From an optimization exercise on the open Yosys and OpenROAD flow, aimed at small area and a short achievable clock period; shortcuts taken in it are not production practice.
In this exercise RTL edits were held to simulation tests only and were not proved equivalent to the original.
Power figures rest on the tool's default switching activity, not on a simulated workload.

File: design/flow/run.sh
#!/bin/bash
# synth_recipe.tcl (not shown) runs the flow's synth.tcl, then flattens the netlist and writes it again
# the make line also repeats each setting of config.mk as NAME=value (left out here)
make -C /OpenROAD-flow-scripts/flow DESIGN_CONFIG=/design/flow/config.mk WORK_HOME=/design/flow/orfs CLKGATE_MAP_FILE= SYNTH_SCRIPT=/design/flow/synth_recipe.tcl finish
File: design/flow/design.v
module bin_morph_3x3 #(
  parameter int IMG_WIDTH = 640,
  parameter int MODE      = 0,
  parameter int XW        = 11
) (
  input  logic clk,
  input  logic rst,
  input  logic per_frame_vsync,
  input  logic per_frame_href,
  input  logic per_frame_clken,
  input  logic per_img_Bit,
  output logic post_frame_vsync,
  output logic post_frame_href,
  output logic post_frame_clken,
  output logic post_img_Bit
);
  localparam int NW = 128;            
  logic       vsync_q, href_q, href_fall, vsync_rise;
  logic [7:0] pa;                     
  logic [15:0] pb;                    
  logic [7:0] npa;
  logic [15:0] npb;
  logic [2:0] k;                      
  logic       rs;                     
  logic       row0;                   
  logic       sw;                     
  logic       inr;                    
  logic [6:0] mem [NW];
  logic [9:0] T;                      
  logic [6:0] R;                      
  logic [6:0] src;                    
  logic [6:0] enc;                    
  logic [9:0] dr;                     
  logic [6:0] rd;
  logic [1:0] old, eff, nt;
  logic       v;
  logic [2:0] sv;                     
  logic       vs_d1, hr_d1, ce_d1;
  assign href_fall  = href_q & ~per_frame_href;
  assign vsync_rise = per_frame_vsync & ~vsync_q;
  assign sw  = rs | (k == 3'd5);
  assign npa = rs ? 8'd1 : (pb[15] ? {pa[6:0], 1'b0} : pa);
  assign npb = rs ? 16'd1 : {pb[14:0], pb[15]};
  assign inr = ~sw | rs | ~(pa[7] & pb[15]);
  localparam logic [127:0] DEC0 = 128'h000000000000000000001ffffffc0000;
  localparam logic [127:0] DEC1 = 128'h0000000007ffffffffffe00000000000;
  localparam logic [127:0] DEC2 = 128'h000000000000001fff8003fff0007c00;
  localparam logic [127:0] DEC3 = 128'h0000000007ffffe000001c0000038000;
  localparam logic [127:0] DEC4 = 128'h000000000003f80fe03801fc07003dc0;
  localparam logic [127:0] DEC5 = 128'h0000000007fc001000401e000803c200;
  localparam logic [127:0] DEC6 = 128'h0000000000e1c3070c1b00e183601cd8;
  localparam logic [127:0] DEC7 = 128'h000000000702041810641f020c83e320;
  localparam logic [127:0] DEC8 = 128'h000000000248914245094848a129084a;
  localparam logic [127:0] DEC9 = 128'h000000000493269c9a7693934ed273b4;
  localparam logic [1023:0] ENC0 = 1024'h11231123dddc333311231123dddc3333ee23ee232223cccc00cc00cccccccccc11231123dddc333311231123dddc3333ee23ee232223cccc00cc00cccccccccceedceedcdddc3333eedceedcdddc333311dc11dcdddc3333ff33ff3333333333112c112c222ccccc112c112c222cccccee2cee2c222ccccc00cc00cccccccccc;
  localparam logic [1023:0] ENC1 = 1024'hcc1ecc1e00c2cc0ecc1ecc1e00c2cc0eeee1eee122e100c211dd11dd11ddff3dcc1ecc1e00c2cc0ecc1ecc1e00c2cc0eeee1eee122e100c211dd11dd11ddff3d223d223dff3d33f1223d223dff3d33f1ff3dff3dff3d33f1eeeeeeee22eecc0e33123312dd1200c233123312dd1200c211121112dd1200c2ee22ee22ee2200c2;
  localparam logic [1023:0] ENC2 = 1024'h22dc22dc111c11d322dc22dc111c11d3ff3dff3d333d1113eeeeeeeeeeeeee2e22dc22dc111c11d322dc22dc111c11d3ff3dff3d333d1113eeeeeeeeeeeeee2e00210021ee21222200210021ee212222ee21ee21ee21222200cc00ccccccee2c112c112cee2ceeec112c112cee2ceeecee2cee2cee2ceeec00cc00cc00cceeec;
  localparam logic [1023:0] ENC3 = 1024'hee33ee333333ccc0ee33ee333333ccc0111211121112ccc000cc00cccccc22ecee33ee333333ccc0ee33ee333333ccc0111211121112ccc000cc00cccccc22ecee12ee12dd12eee0ee12ee12dd12eee011121112dd12eee000cc00cccccc22ecff1cff1cdd1c222cff1cff1cdd1c222c111c111cdd1c222c00cc00cccccc222c;
  localparam logic [1023:0] ENC4 = 1024'hdd0edd0ecc0e00cedd0edd0ecc0e00cecc0ecc0ecc0e00ceccc2ccc200c222e2dd0edd0ecc0e00cedd0edd0ecc0e00cecc0ecc0ecc0e00ceccc2ccc200c222e2dd0edd0e000e22eedd0edd0e000e22eecc0ecc0e000e22eeccc2ccc200c222e2cc02cc02000222e2cc02cc02000222e2cc02cc02000222e2ccc2ccc200c222e2;
  localparam logic [1023:0] ENC5 = 1024'h222c222c222c22ec222c222c222c22ec222c222c222c22ec22ec22ec22ec00cc222c222c222c22ec222c222c222c22ec222c222c222c22ec22ec22ec22ec00cc222c222c222c00cc222c222c222c00cc222c222c222c00cc22ec22ec22ec00cc222c222c222c00cc222c222c222c00cc222c222c222c00cc22ec22ec22ec00cc;
  localparam logic [1023:0] ENC6 = 1024'hccc0ccc0ccc0cc00ccc0ccc0ccc0cc00ccc0ccc0ccc0cc00cc00cc00cc00cc00ccc0ccc0ccc0cc00ccc0ccc0ccc0cc00ccc0ccc0ccc0cc00cc00cc00cc00cc00ccc0ccc0ccc0cc00ccc0ccc0ccc0cc00ccc0ccc0ccc0cc00cc00cc00cc00cc00ccc0ccc0ccc0cc00ccc0ccc0ccc0cc00ccc0ccc0ccc0cc00cc00cc00cc00cc00;
  assign src = rs ? mem[0] : R;
  assign dr  = {DEC9[src], DEC8[src], DEC7[src], DEC6[src], DEC5[src],
                DEC4[src], DEC3[src], DEC2[src], DEC1[src], DEC0[src]};
  assign enc = {ENC6[T], ENC5[T], ENC4[T], ENC3[T], ENC2[T], ENC1[T], ENC0[T]};
  always_comb begin
    case (k)
      3'd0:    old = T[1:0];
      3'd1:    old = T[3:2];
      3'd2:    old = T[5:4];
      3'd3:    old = T[7:6];
      default: old = T[9:8];
    endcase
    if (sw)
      old = dr[1:0];
  end
  assign eff = row0 ? 2'd0 : old;
  assign nt  = per_img_Bit ? ((eff == 2'd0) ? 2'd1 : 2'd2) : 2'd0;
  assign v   = per_img_Bit & (eff == 2'd2) & inr;
  logic [NW-1:0] sel;
  always_comb begin
    for (int i = 0; i < NW; i++)
      sel[i] = pa[i / 16] & pb[i % 16];
  end
  always_comb begin
    rd = '0;
    for (int i = 1; i < NW; i++)
      rd = rd | (mem[i] & {7{sel[i - 1]}});
  end
  always_ff @(posedge clk) begin
    if (rst) begin
      vsync_q <= 1'b0;
      href_q  <= 1'b0;
      pa      <= '0;
      pb      <= 16'd1;
      k       <= 3'd5;
      rs      <= 1'b1;
      row0    <= 1'b1;
      T       <= '0;
    end else begin
      vsync_q <= per_frame_vsync;
      href_q  <= per_frame_href;
      if (href_fall)
        rs <= 1'b1;
      else if (per_frame_clken && inr)
        rs <= 1'b0;
      if (per_frame_clken && inr) begin
        if (sw) begin
          T  <= {row0 ? 8'd0 : dr[9:2], nt};
          pa <= npa;
          pb <= npb;
          k  <= 3'd1;
        end else begin
          case (k)
            3'd0:    T[1:0] <= nt;
            3'd1:    T[3:2] <= nt;
            3'd2:    T[5:4] <= nt;
            3'd3:    T[7:6] <= nt;
            default: T[9:8] <= nt;
          endcase
          k <= k + 3'd1;
        end
      end
      if (vsync_rise)
        row0 <= 1'b1;
      else if (href_fall)
        row0 <= 1'b0;
    end
  end
  always_ff @(posedge clk)
    R <= rd;
  for (genvar i = 0; i < NW; i++) begin : g_mem
    always_ff @(posedge clk) begin
      if (sel[i])
        mem[i] <= enc;
    end
  end
  always_ff @(posedge clk) begin
    if (rst) begin
      sv    <= '0;
      vs_d1 <= 1'b0;
      hr_d1 <= 1'b0;
      ce_d1 <= 1'b0;
    end else begin
      vs_d1 <= per_frame_vsync;
      hr_d1 <= per_frame_href;
      ce_d1 <= per_frame_clken;
      if (href_fall)
        sv <= '0;
      else if (per_frame_clken)
        sv <= {sv[1:0], v};
    end
  end
  always_ff @(posedge clk) begin
    if (rst) begin
      post_frame_vsync <= 1'b0;
      post_frame_href  <= 1'b0;
      post_frame_clken <= 1'b0;
      post_img_Bit     <= 1'b0;
    end else begin
      post_frame_vsync <= vs_d1;
      post_frame_href  <= hr_d1;
      post_frame_clken <= ce_d1;
      post_img_Bit     <= ce_d1 & (&sv);
    end
  end
endmodule
File: design/flow/config.mk
export PLATFORM = sky130hd
export DESIGN_NAME = bin_morph_3x3
export DESIGN_NICKNAME = bin_morph_3x3
export VERILOG_FILES = /design/flow/design.v
export SDC_FILE = /design/flow/constraint.sdc
export NUM_CORES = 4
export LEC_CHECK = 0
export CAP_MARGIN = 20
export CORE_MARGIN = 2
export CORE_UTILIZATION = 40
export SETUP_SLACK_MARGIN = 2.5
export SLEW_MARGIN = 20
File: design/flow/constraint.sdc
create_clock -name core_clock -period 5.5 [get_ports {clk}]
set_input_delay 1.1000 -clock core_clock [delete_from_list [all_inputs] [get_ports {clk}]]
set_output_delay 1.1000 -clock core_clock [all_outputs]
set_load 0.01 [all_outputs]
==> out/qor.yml <==
outcome: "no timing/DRC/antenna violations"
critical_path.endpoint: "mem[77][0]$_DFFE_PP_"
post_drt_via_cell_ratio: 6.94
net-switching-power_mw: 3.58
timing.critical_path.fanout_max: 19
power.sequential.fraction_pct: 52.3
finalCritPeriodShare_pct: 57.2
final-setup-viol-count: 0
grt_pass1_wl_microns: 215000
nFillCells: 8175
tritoncts: "done"
synth-seq-area-share_pct: 72.9
post_synth_instance_area_sq_mm: 0.0385
globalplace.congestion: 1.01
synth_fp_nets: 2609
first_global_vias: 25500
clock-sinks: 952
hold_buffers: 0
synth_seq_cells: 952
parity_gate_share_of_the_synthesized_area_counting_xor_and_xnor_cells_pct: 0.0911
drt_pass1_iterations: 12
worst_hold_path_type: "register to register"
cts_root_buffer_type: "sky130_fd_sc_hd__clkbuf_16"
fmax_ghz: 0.318
cp_top_family: "simple AND/OR/NAND/NOR gates"
yosys.area_share.adder_pct: 0.520
worst_slew_margin_relative_to_its_limit_pct: 9.01
slew_viol_final: 0
syn-instance-count: 2587
synthesis.area_per_instance_sq_um: 14.9
post-route-drc-count: 0
final_cells: 4014
swShare_pct: 23.1
yosys_most_used_dff: "sky130_fd_sc_hd__edfxtp_1"
final_antenna_net_count: 0
die_x_microns: 314
pin_count_of_the_biggest_net_entering_global_routing: 129
crit_arrival_ps: 3450
cts.clk_slew.worst_paths_ps: 60
rr_endpoint: "mem[77][0]$_DFFE_PP_"
reg2reg_setup_slack_ps: 2360
synthDominantCellAreaShare_pct: 69.9
reg2reg_from: "pa[4]$_SDFFE_PP0P_"
via_count: 27900
routed_wl_microns: 162000
standard_cell_rows: 113
yosys_top_cell_by_area: "sky130_fd_sc_hd__edfxtp_1"
synth_top_family_by_area: "compound AO/OA/AOI/OAI gates"
most-common-layout-cells: "sky130_fd_sc_hd__edfxtp_1, sky130_fd_sc_hd__a22oi_1, sky130_fd_sc_hd__buf_4, sky130_fd_sc_hd__nand2_1, sky130_fd_sc_hd__a22o_1"
vdd_ir_drop_max_mv: 0.292
timing.setup.tns_ps: 0
clockBufferDepth: 3
clk-insertion-delay-late_ps: 710
num_io_pins: 10
flow.area_growth_from_synthesis_pct: 15.3
final_layout_size_suffix_gt1_share_pct: 15.5
critical_path_buf_inv_count: 1
grt_overflow: 0
fin_crit_ps: 3140
yosys_warnings: 2
power_report.internal_total_mw: 11.9
chipHeight_microns: 314
cts_inserted_buffers: 98
crit_path_top_delay_cell: "sky130_fd_sc_hd__nor2_1"
initial_core_util_pct: 40.4
ctsHtreeMaxLevel: 3
hold_viol: 0
count_of_cells_along_the_worst_register_to_register_path: 2
muxShareOfSynthArea_pct: 0.914
cp_cell_sequence: "clkinv_1, nor2_1"
clock_power_share_pct: 42.6
dp_hpwl_microns: 101000
max_slew.worst_pin.slew_ps: 1360
core_sq_mm: 0.0952
grtUsageTotal_pct: 31.8
numPortBuffers: 9
first_iter_violations: 5540
layout.cells.most_common: "sky130_fd_sc_hd__edfxtp_1"
synth_enable_flop_cells: 896
synth_compound_gate_area_share_pct: 15.7
routedWlPerCell_microns: 40.4
yosys-top-cells-area: "sky130_fd_sc_hd__edfxtp_1, sky130_fd_sc_hd__a22oi_1, sky130_fd_sc_hd__a22o_1"
fp.dieArea_sq_mm: 0.0987
critPathLaunchType: "register"
critical_path_required_ps: 5810
timing.critical_path.slowest_cell_delay_ps: 1080
dpl.cell_count: 3806
ys_types: 75
timing.critical_path.from: "pa[4]$_SDFFE_PP0P_"
setup_repair_after_global_routing_missed_its_margin: "true"
type_of_the_worst_setup_path: "register to register"
power.density_mw_per_mm2: 349
hold_depth: 2
synthArstFlopShare_pct: 0
antenna_violations_before_repair: 9
layout.nets: 2685
synth-simple-area-share_pct: 7.36
cellLeakagePower_nw: 14.3
cp.depth: 2
maxCapViolCount: 0
cp-end-kind: "register"
fin_worst_skew_ps: 82.3
p_comb_share_pct: 5.1
-- state kept, by name (all words and copies together) (netlist names), 3 cells and up --
name,count
R,7
T,10
k,3
mem,896
pa,8
pb,16
sv,3
-- cell usage after synthesis (14+ instances only) --
master / n
sky130_fd_sc_hd__clkbuf_1: 158
sky130_fd_sc_hd__dfxtp_1: 56
sky130_fd_sc_hd__nand4_1: 44
sky130_fd_sc_hd__o21ai_0: 55
sky130_fd_sc_hd__a211oi_1: 16
sky130_fd_sc_hd__a31oi_1: 14
sky130_fd_sc_hd__o211ai_1: 16
sky130_fd_sc_hd__ha_1: 16
sky130_fd_sc_hd__nor2_1: 75
sky130_fd_sc_hd__inv_1: 35
sky130_fd_sc_hd__and2_1: 116
sky130_fd_sc_hd__buf_2: 21
sky130_fd_sc_hd__nor2b_1: 20
sky130_fd_sc_hd__mux2i_1: 25
sky130_fd_sc_hd__nand2_1: 144
sky130_fd_sc_hd__a22oi_1: 251
sky130_fd_sc_hd__nand3_1: 66
sky130_fd_sc_hd__a222oi_1: 32
sky130_fd_sc_hd__a22o_1: 133
sky130_fd_sc_hd__a221o_1: 17
sky130_fd_sc_hd__a21oi_1: 82
sky130_fd_sc_hd__buf_1: 18
sky130_fd_sc_hd__nor3_1: 18
sky130_fd_sc_hd__o22ai_1: 22
sky130_fd_sc_hd__a221oi_1: 40
sky130_fd_sc_hd__nand2b_1: 17
sky130_fd_sc_hd__edfxtp_1: 896
-- timing repair --
action | in CTS | in global routing
setup endpoints to repair | 754 | 555
gates resized for setup | 57 | 40
cloned | 1 | 3
pin swaps | 5 | 4
setup buffers | 9 | 7
-- cells by family after synthesis --
family / Yosys count
DFF: 952
xor gates and xnor gates: 4
adders and majority gates: 16
muxes: 33
buffers and inverters: 243
and+or+nand+nor: 551
AOI/OAI and AO/OA: 788
-- power groups by stage --
stage / clock network, mW / registers, mW / logic [mW]
after floorplan: 0 / 8.22 / 0.440
after global placement: 0 / 8.24 / 0.699
after detailed placement: 0 / 8.24 / 0.703
after CTS: 6.59 / 8.09 / 0.730
after global routing: 6.85 / 8.08 / 0.836
final: 6.59 / 8.09 / 0.797
-- cell type report --
class / count / area, sq um / area share, %
clock inverters: 67 / 606 / 1.37
well taps: 1265 / 1580 / 3.57
repair buffers: 179 / 1590 / 3.59
diodes: 1 / 2.50 / 0.00564
multi-input cells: 1393 / 9760 / 22.0
flip-flops and latches: 952 / 28100 / 63.4
inverters: 39 / 165 / 0.372
clock buffers: 118 / 2540 / 5.72
-- per-layer routing --
metal	GRT usage [%]	wire length, microns
met5	0.629	122
met3	9.05	23800
met1	41.3	55700
met4	21.8	13600
met2	46.2	68700
-- through the flow --
step	instance area [sq um]	power (mW)	setup slack [ps]	util, %	hold WS (ps)
finish	44300	15.5	2360	46.6	439
global route	44300	15.8	2430	46.6	494
CTS	44000	15.4	2500	46.3	440
detailed placement	40600	8.95	1450	42.7	432
global placement	40600	8.94	1390	42.7	427
floorplan	38600	8.66	21.3	-	417
-- worst min-delay path: cells and delay by family (launching register included) --
family,cells,cell delay (ps)
buffers and inverters,1,60
flip-flops,1,300
AND/OR/NAND/NOR,1,40
-- worst min path at each step --
stage	slack, ps	endpoint	startpoint
after floorplan	420	post_frame_vsync$_SDFF_PP0_	vsync_q$_SDFF_PP0_
after detailed placement	430	post_frame_vsync$_SDFF_PP0_	vsync_q$_SDFF_PP0_
after CTS	440	post_frame_vsync$_SDFF_PP0_	vsync_q$_SDFF_PP0_
after global placement	430	post_frame_vsync$_SDFF_PP0_	vsync_q$_SDFF_PP0_
final	440	post_frame_vsync$_SDFF_PP0_	vsync_q$_SDFF_PP0_
after global routing	490	post_frame_vsync$_SDFF_PP0_	vsync_q$_SDFF_PP0_

==> separate check: timing with driven ports <==
No port has a modelled driver above. Below, the same layout with a new extraction and two added sets of constraints. Step 1 assumes that a clkbuf_16 drives the clock port and a buf_2 every other input. Step 2, shift: input delay + t, output delay - t, t = (earliest + latest rising clock arrival at the registers) / 2. This alone moves slack from input paths to output paths. a / b / c = no drivers / after step 1 / after step 2; a / b = the first two.
t, ns: 0.740
slack for setup (ns): 2.355 / 2.355 / 1.931
hold slack, ns: 0.439 / 0.439 / 0.439
worst setup path at the end: input to register
latest minus earliest clock arrival (ns): 0.084 / 0.083
After both steps setup and hold are still met in this run. The setup slack of this run moves by 0.000 ns with the drivers and by -0.424 ns with both steps.
